This is an optimization exercise on Yosys and OpenROAD, whose aim is small area, not a production implementation.
Where RTL was checked, it was by simulation tests only, not by an equivalence proof against the original.
No activity file was given, so power comes from the tool's default toggle rates.

v6:
==> flow/design.v <==
package hspd_pkg;
    localparam int FRAME_W     = 40;
    localparam int COUNT_W     = 6;
    localparam int CFG_INDEX_W = 2;
    localparam int HUM_W       = 12;
    localparam int TC_W        = 13;
    localparam int TF_W        = 14;
    localparam logic [CFG_INDEX_W-1:0] CFG_BIT_THRESHOLD = 2'd0;
    localparam logic [CFG_INDEX_W-1:0] CFG_TIMEOUT_LIMIT = 2'd1;
    localparam logic [CFG_INDEX_W-1:0] CFG_MAX_EDGES     = 2'd2;
    localparam logic [7:0] BIT_THRESHOLD_RST = 8'd16;
    localparam logic [7:0] TIMEOUT_LIMIT_RST = 8'd255;
    localparam logic [7:0] MAX_EDGES_RST     = 8'd200;
    localparam logic [7:0] EDGE_BIAS         = 8'd3;
    localparam logic [7:0] EDGE_CNT_START    = 8'd253;    
    localparam logic [7:0] EDGE_CNT_LAST_BIT = 8'd79;     
    localparam logic REQ_SAMPLE = 1'b0;
    localparam logic REQ_START  = 1'b1;
    function automatic logic [15:0] radd(input logic [15:0] a, input logic [15:0] b, input logic cin);
        logic c;
        logic [15:0] r;
        c = cin;
        for (int i = 0; i < 16; i++)
        begin
            r[i] = a[i] ^ b[i] ^ c;
            c    = (a[i] & b[i]) | (c & (a[i] ^ b[i]));
        end
        radd = r;
    endfunction
    function automatic logic rgt(input logic [15:0] a, input logic [15:0] b);
        logic c;
        c = 1'b0;
        for (int i = 0; i < 16; i++)
            c = (a[i] & !b[i]) | (c & !(a[i] ^ b[i]));
        rgt = c;
    endfunction
endpackage
module hspd_result (
    input  logic [39:0]        frame,
    input  logic               full,
    input  logic [7:0]         mdiv,
    input  logic [2:0]         mrem,
    output logic               checksum_ok,
    output logic               frame_valid,
    output logic [11:0]        hum,
    output logic signed [12:0] tc,
    output logic signed [13:0] tf
);
    logic [7:0]  d0, d1, d2, d3, d4;
    logic [7:0]  sum;
    logic [15:0] h;
    logic [14:0] raw;
    logic        h_big;
    logic        t_big;
    logic        neg;
    logic [11:0] hum_alt;
    logic [11:0] m;
    logic [10:0] x;
    logic [1:0]  x_lo;
    logic [12:0] q;
    assign {d0, d1, d2, d3, d4} = frame;
    function automatic logic [12:0] radd12(input logic [11:0] a, input logic [11:0] b);
        logic c;
        logic [12:0] r;
        c = 1'b0;
        for (int i = 0; i < 12; i++)
        begin
            r[i] = a[i] ^ b[i] ^ c;
            c    = (a[i] & b[i]) | (c & (a[i] ^ b[i]));
        end
        r[12] = c;
        radd12 = r;
    endfunction
    always_comb
    begin
        sum         = 8'(radd12({4'd0, 8'(radd12({4'd0, d0}, {4'd0, d1}))}, {4'd0, 8'(radd12({4'd0, d2}, {4'd0, d3}))}));
        checksum_ok = (d4 == sum);
        frame_valid = checksum_ok && full;
        h       = {d0, d1};
        h_big   = hspd_pkg::rgt(h, 16'd1000);
        hum_alt = {11'(radd12({4'd0, d0}, {2'd0, d0, 2'b00})), 1'b0};     
        raw     = {d2[6:0], d3};
        t_big   = hspd_pkg::rgt({1'b0, raw}, 16'd1250);
        neg     = d2[7];
        case (mrem)
            3'd0:    x_lo = 2'd0;
            3'd1:    x_lo = 2'd1;
            3'd2:    x_lo = 2'd2;
            3'd3:    x_lo = 2'd2;
            default: x_lo = 2'd3;
        endcase
        if (t_big)
        begin
            m = {11'(radd12({4'd0, d2}, {2'd0, d2, 2'b00})), 1'b0};   
            x = {d2, 3'b000};                                 
        end
        else
        begin
            m = raw[11:0];
            x = {1'b0, mdiv, x_lo};                           
        end
        q = radd12(m, {1'b0, x});
        hum = ({12{frame_valid & h_big}} & hum_alt) | ({12{frame_valid & !h_big}} & h[11:0]);
        tc = $signed(13'(hspd_pkg::radd({4'd0, m} ^ {16{neg}}, 16'd0, neg)));
        tf = $signed(14'(hspd_pkg::radd({3'd0, q} ^ {16{neg}}, 16'd320, neg)));
        if (!frame_valid)
        begin
            tc  = '0;
            tf  = '0;
        end
    end
endmodule
module humidity_sensor_pulse_decoder_core (
    input  logic                                clk,
    input  logic                                rst_n,
    input  logic                                item_valid,
    output logic                                item_ready,
    input  logic                                item_req_type,
    input  logic                                item_pin_level,
    input  logic                                cfg_valid,
    output logic                                cfg_ready,
    input  logic [hspd_pkg::CFG_INDEX_W-1:0]    cfg_index,
    input  logic [7:0]                          cfg_data,
    output logic                                result_valid,
    input  logic                                result_ready,
    output logic [hspd_pkg::FRAME_W-1:0]        result_raw_frame,
    output logic [hspd_pkg::COUNT_W-1:0]        result_bits_received,
    output logic                                result_checksum_ok,
    output logic                                result_frame_valid,
    output logic                                result_timed_out,
    output logic [hspd_pkg::HUM_W-1:0]          result_humidity_tenths,
    output logic signed [hspd_pkg::TC_W-1:0]    result_temp_c_tenths,
    output logic signed [hspd_pkg::TF_W-1:0]    result_temp_f_tenths
);
    logic [7:0] bit_threshold_reg;
    logic [7:0] timeout_limit_reg;
    logic [7:0] max_edges_m3_reg;      
    logic        busy_reg;
    logic        pending_reg;
    logic        last_level_reg;
    logic [7:0]  run_length_reg;
    logic [7:0]  edge_cnt_reg;         
    logic        full_reg;             
    logic        timed_out_reg;
    logic [39:0] frame_reg;
    logic [7:0]  mdiv_reg;             
    logic [2:0]  mrem_reg;             
    logic       take;
    logic       start;
    logic       smp;
    logic       level_diff;
    logic       edge_ev;
    logic       run_ev;
    logic [7:0] run_inc;
    logic [7:0] edge_inc;
    logic       tmo_end;
    logic       edge_end;
    logic       end_ev;
    logic       new_bit;
    logic       shift_en;
    logic       div_en;
    logic [3:0] div_t;
    assign cfg_ready = 1'b1;
    always_ff @(posedge clk or negedge rst_n)
    begin
        if (!rst_n)
        begin
            bit_threshold_reg <= hspd_pkg::BIT_THRESHOLD_RST;
            timeout_limit_reg <= hspd_pkg::TIMEOUT_LIMIT_RST;
            max_edges_m3_reg  <= hspd_pkg::MAX_EDGES_RST - hspd_pkg::EDGE_BIAS;
        end
        else if (cfg_valid)
        begin
            case (cfg_index)
                hspd_pkg::CFG_BIT_THRESHOLD: bit_threshold_reg <= cfg_data;
                hspd_pkg::CFG_TIMEOUT_LIMIT: timeout_limit_reg <= cfg_data;
                hspd_pkg::CFG_MAX_EDGES:     max_edges_m3_reg  <= 8'(hspd_pkg::radd({8'd0, cfg_data}, 16'hFFFD, 1'b0));
                default:                     ;
            endcase
        end
    end
    assign item_ready = !pending_reg || result_ready;
    assign take       = item_valid && item_ready;
    assign start      = take && (item_req_type == hspd_pkg::REQ_START);
    assign smp        = take && (item_req_type == hspd_pkg::REQ_SAMPLE);
    assign level_diff = item_pin_level != last_level_reg;
    assign edge_ev    = smp && level_diff;
    assign run_ev     = smp && !level_diff;
    assign run_inc  = 8'(hspd_pkg::radd({8'd0, run_length_reg}, 16'd0, 1'b1));
    assign edge_inc = 8'(hspd_pkg::radd({8'd0, edge_cnt_reg}, 16'd0, 1'b1));
    assign tmo_end  = busy_reg && run_ev && (run_inc == timeout_limit_reg);
    assign edge_end = busy_reg && edge_ev && (edge_inc == max_edges_m3_reg);
    assign end_ev   = tmo_end || edge_end;
    assign new_bit  = hspd_pkg::rgt({8'd0, run_length_reg}, {8'd0, bit_threshold_reg});
    assign shift_en = edge_ev && !full_reg && edge_cnt_reg[0] && !edge_cnt_reg[7];
    always_ff @(posedge clk or negedge rst_n)
    begin
        if (!rst_n)
        begin
            busy_reg    <= 1'b0;
            pending_reg <= 1'b0;
        end
        else
        begin
            if (start)
                busy_reg <= 1'b1;
            else if (end_ev)
                busy_reg <= 1'b0;
            if (end_ev)
                pending_reg <= 1'b1;
            else if (result_ready)
                pending_reg <= 1'b0;
        end
    end
    always_ff @(posedge clk)
    begin
        if (take)
        begin
            last_level_reg <= item_req_type || item_pin_level;
            run_length_reg <= run_ev ? run_inc : 8'd0;
            timed_out_reg  <= !level_diff;
        end
        if (start)
        begin
            edge_cnt_reg <= hspd_pkg::EDGE_CNT_START;
            full_reg     <= 1'b0;
        end
        else if (edge_ev)
        begin
            edge_cnt_reg <= edge_inc;
            if (edge_cnt_reg == hspd_pkg::EDGE_CNT_LAST_BIT)
                full_reg <= 1'b1;
        end
    end
    logic [4:0] byte_load;
    logic [4:0] byte_hold;
    logic [39:0] frame_in;
    always_comb
    begin
        for (int k = 0; k < 5; k++)
        begin
            byte_load[k] = shift_en && (edge_cnt_reg[6:4] == 3'(k));
            byte_hold[k] = !byte_load[k] && !start;
            frame_in[39-8*k -: 8] = {frame_reg[38-8*k -: 7], new_bit};
        end
    end
    always_ff @(posedge clk)
    begin
        for (int i = 0; i < 40; i++)
            frame_reg[i] <= (byte_load[4 - i/8] & frame_in[i]) | (byte_hold[4 - i/8] & frame_reg[i]);
    end
    assign div_en = shift_en && (edge_cnt_reg[6:5] == 2'b01) && (edge_cnt_reg[4:1] != 4'd0);
    assign div_t  = {mrem_reg, new_bit};
    always_ff @(posedge clk)
    begin
        if (start)
            mrem_reg <= '0;
        else if (div_en)
            mrem_reg <= (div_t >= 4'd5) ? 3'(div_t - 4'd5) : div_t[2:0];
        if (div_en)
            mdiv_reg <= {mdiv_reg[6:0], div_t >= 4'd5};
    end
    assign result_valid         = pending_reg;
    assign result_raw_frame     = frame_reg;
    assign result_timed_out     = timed_out_reg;
    assign result_bits_received = full_reg ? 6'd40 : (edge_cnt_reg[7] ? 6'd0 : edge_cnt_reg[6:1]);
    hspd_result u_result (
        .frame       (frame_reg),
        .full        (full_reg),
        .mdiv        (mdiv_reg),
        .mrem        (mrem_reg),
        .checksum_ok (result_checksum_ok),
        .frame_valid (result_frame_valid),
        .hum         (result_humidity_tenths),
        .tc          (result_temp_c_tenths),
        .tf          (result_temp_f_tenths)
    );
endmodule
export LEC_CHECK = 0
export ABC_AREA = 1
export CAP_MARGIN = 0
export CORE_MARGIN = 2
export CORE_UTILIZATION = 70
export CTS_BUF_LIST = sky130_fd_sc_hd__clkbuf_8
export SLEW_MARGIN = 0
create_clock -name core_clock -period 9.0 [get_ports {clk}]
standard.sh (not shown) runs the stock make flow with config.mk's settings and CLKGATE_MAP_FILE= SYNTH_SCRIPT=/design/flow/synth_recipe.tcl, a recipe that flattens the netlist after the stock synthesis.
==> flow/flow/run.sh <==
#!/bin/bash
# The standard layout (standard.sh) with two changes:
#  - every input and output port is buffered by a buf_1 cell;
#  - clock tree synthesis inserts no dummy loads.
set -o pipefail
export BUFFER_PORTS_ARGS="-buffer_cell sky130_fd_sc_hd__buf_1"
export CTS_ARGS="-sink_clustering_enable -repair_clock_nets -buf_list sky130_fd_sc_hd__clkbuf_8 -dont_use_dummy_load"
bash standard.sh > standard.log 2>&1
[inputs] v7 vs v6
--- a/flow/design.v
+++ b/flow/design.v
@@ -24,5 +24,5 @@
         begin
             r[i] = a[i] ^ b[i] ^ c;
-            c    = (a[i] & b[i]) | (c & (a[i] ^ b[i]));
+            c    = (a[i] & b[i]) | (a[i] & c) | (b[i] & c);
         end
         radd = r;
@@ -34,4 +34,15 @@
             c = (a[i] & !b[i]) | (c & !(a[i] ^ b[i]));
         rgt = c;
+    endfunction
+    function automatic logic [15:0] rneg(input logic [15:0] a, input logic neg);
+        logic p;
+        logic [15:0] r;
+        p = 1'b0;
+        for (int i = 0; i < 16; i++)
+        begin
+            r[i] = a[i] ^ (neg & p);
+            p    = p | a[i];
+        end
+        rneg = r;
     endfunction
 endpackage
@@ -67,5 +78,5 @@
         begin
             r[i] = a[i] ^ b[i] ^ c;
-            c    = (a[i] & b[i]) | (c & (a[i] ^ b[i]));
+            c    = (a[i] & b[i]) | (a[i] & c) | (b[i] & c);
         end
         r[12] = c;
@@ -102,6 +113,6 @@
         q = radd12(m, {1'b0, x});
         hum = ({12{frame_valid & h_big}} & hum_alt) | ({12{frame_valid & !h_big}} & h[11:0]);
-        tc = $signed(13'(hspd_pkg::radd({4'd0, m} ^ {16{neg}}, 16'd0, neg)));
-        tf = $signed(14'(hspd_pkg::radd({3'd0, q} ^ {16{neg}}, 16'd320, neg)));
+        tc = $signed(13'(hspd_pkg::rneg({4'd0, m}, neg)));
+        tf = $signed(14'(hspd_pkg::radd(hspd_pkg::rneg({3'd0, q}, neg), 16'd320, 1'b0)));
         if (!frame_valid)
         begin
==> notes.md <==
- Higher actual slew at the worst max-slew pin was reported by v6, not v7.
- Portion of the post-synthesis area used by sequential elements: v7 vs v6 up 0.30 points
- Diff v6 and v7: clock transition at the register clock pins on the worst setup and hold paths after CTS higher in v7
- Against v6, v7 reports a instance count of the mapped netlist that is higher.
- On power, v7 tracks v6 almost exactly.
Function not checked in v7: the RTL went through the layout flow alone.

separate check: timing with driven ports:
In the flow no input, the clock included, has a driving cell. The finished layouts below were timed again as built, in two steps.
Step 1 assumes that a clkbuf_16 drives the clock port and a buf_2 every other input.
Step 2 moves the port delays by t, midway between the first and last clock arrival at a register: inputs arrive t later, outputs are due t later. That takes back most of the time a late clock gives input paths.
a / b / c = ideal / step 1 / step 2; a / b = the first two.
run | t, ns | setup slack, ns | hold WS [ns] | slew at the worst register clock pin (ns) | worst data-port slew with drivers (ns)
v6 | 0.376 | 0.475 / 0.440 / 0.815 | 0.466 / 0.466 / 0.466 | 0.09 / 0.09 | 0.03
v7 | 0.387 | 0.791 / 0.757 / 1.143 | 0.458 / 0.458 / 0.458 | 0.11 / 0.11 | 0.03
After both steps setup and hold are still met in every run listed.
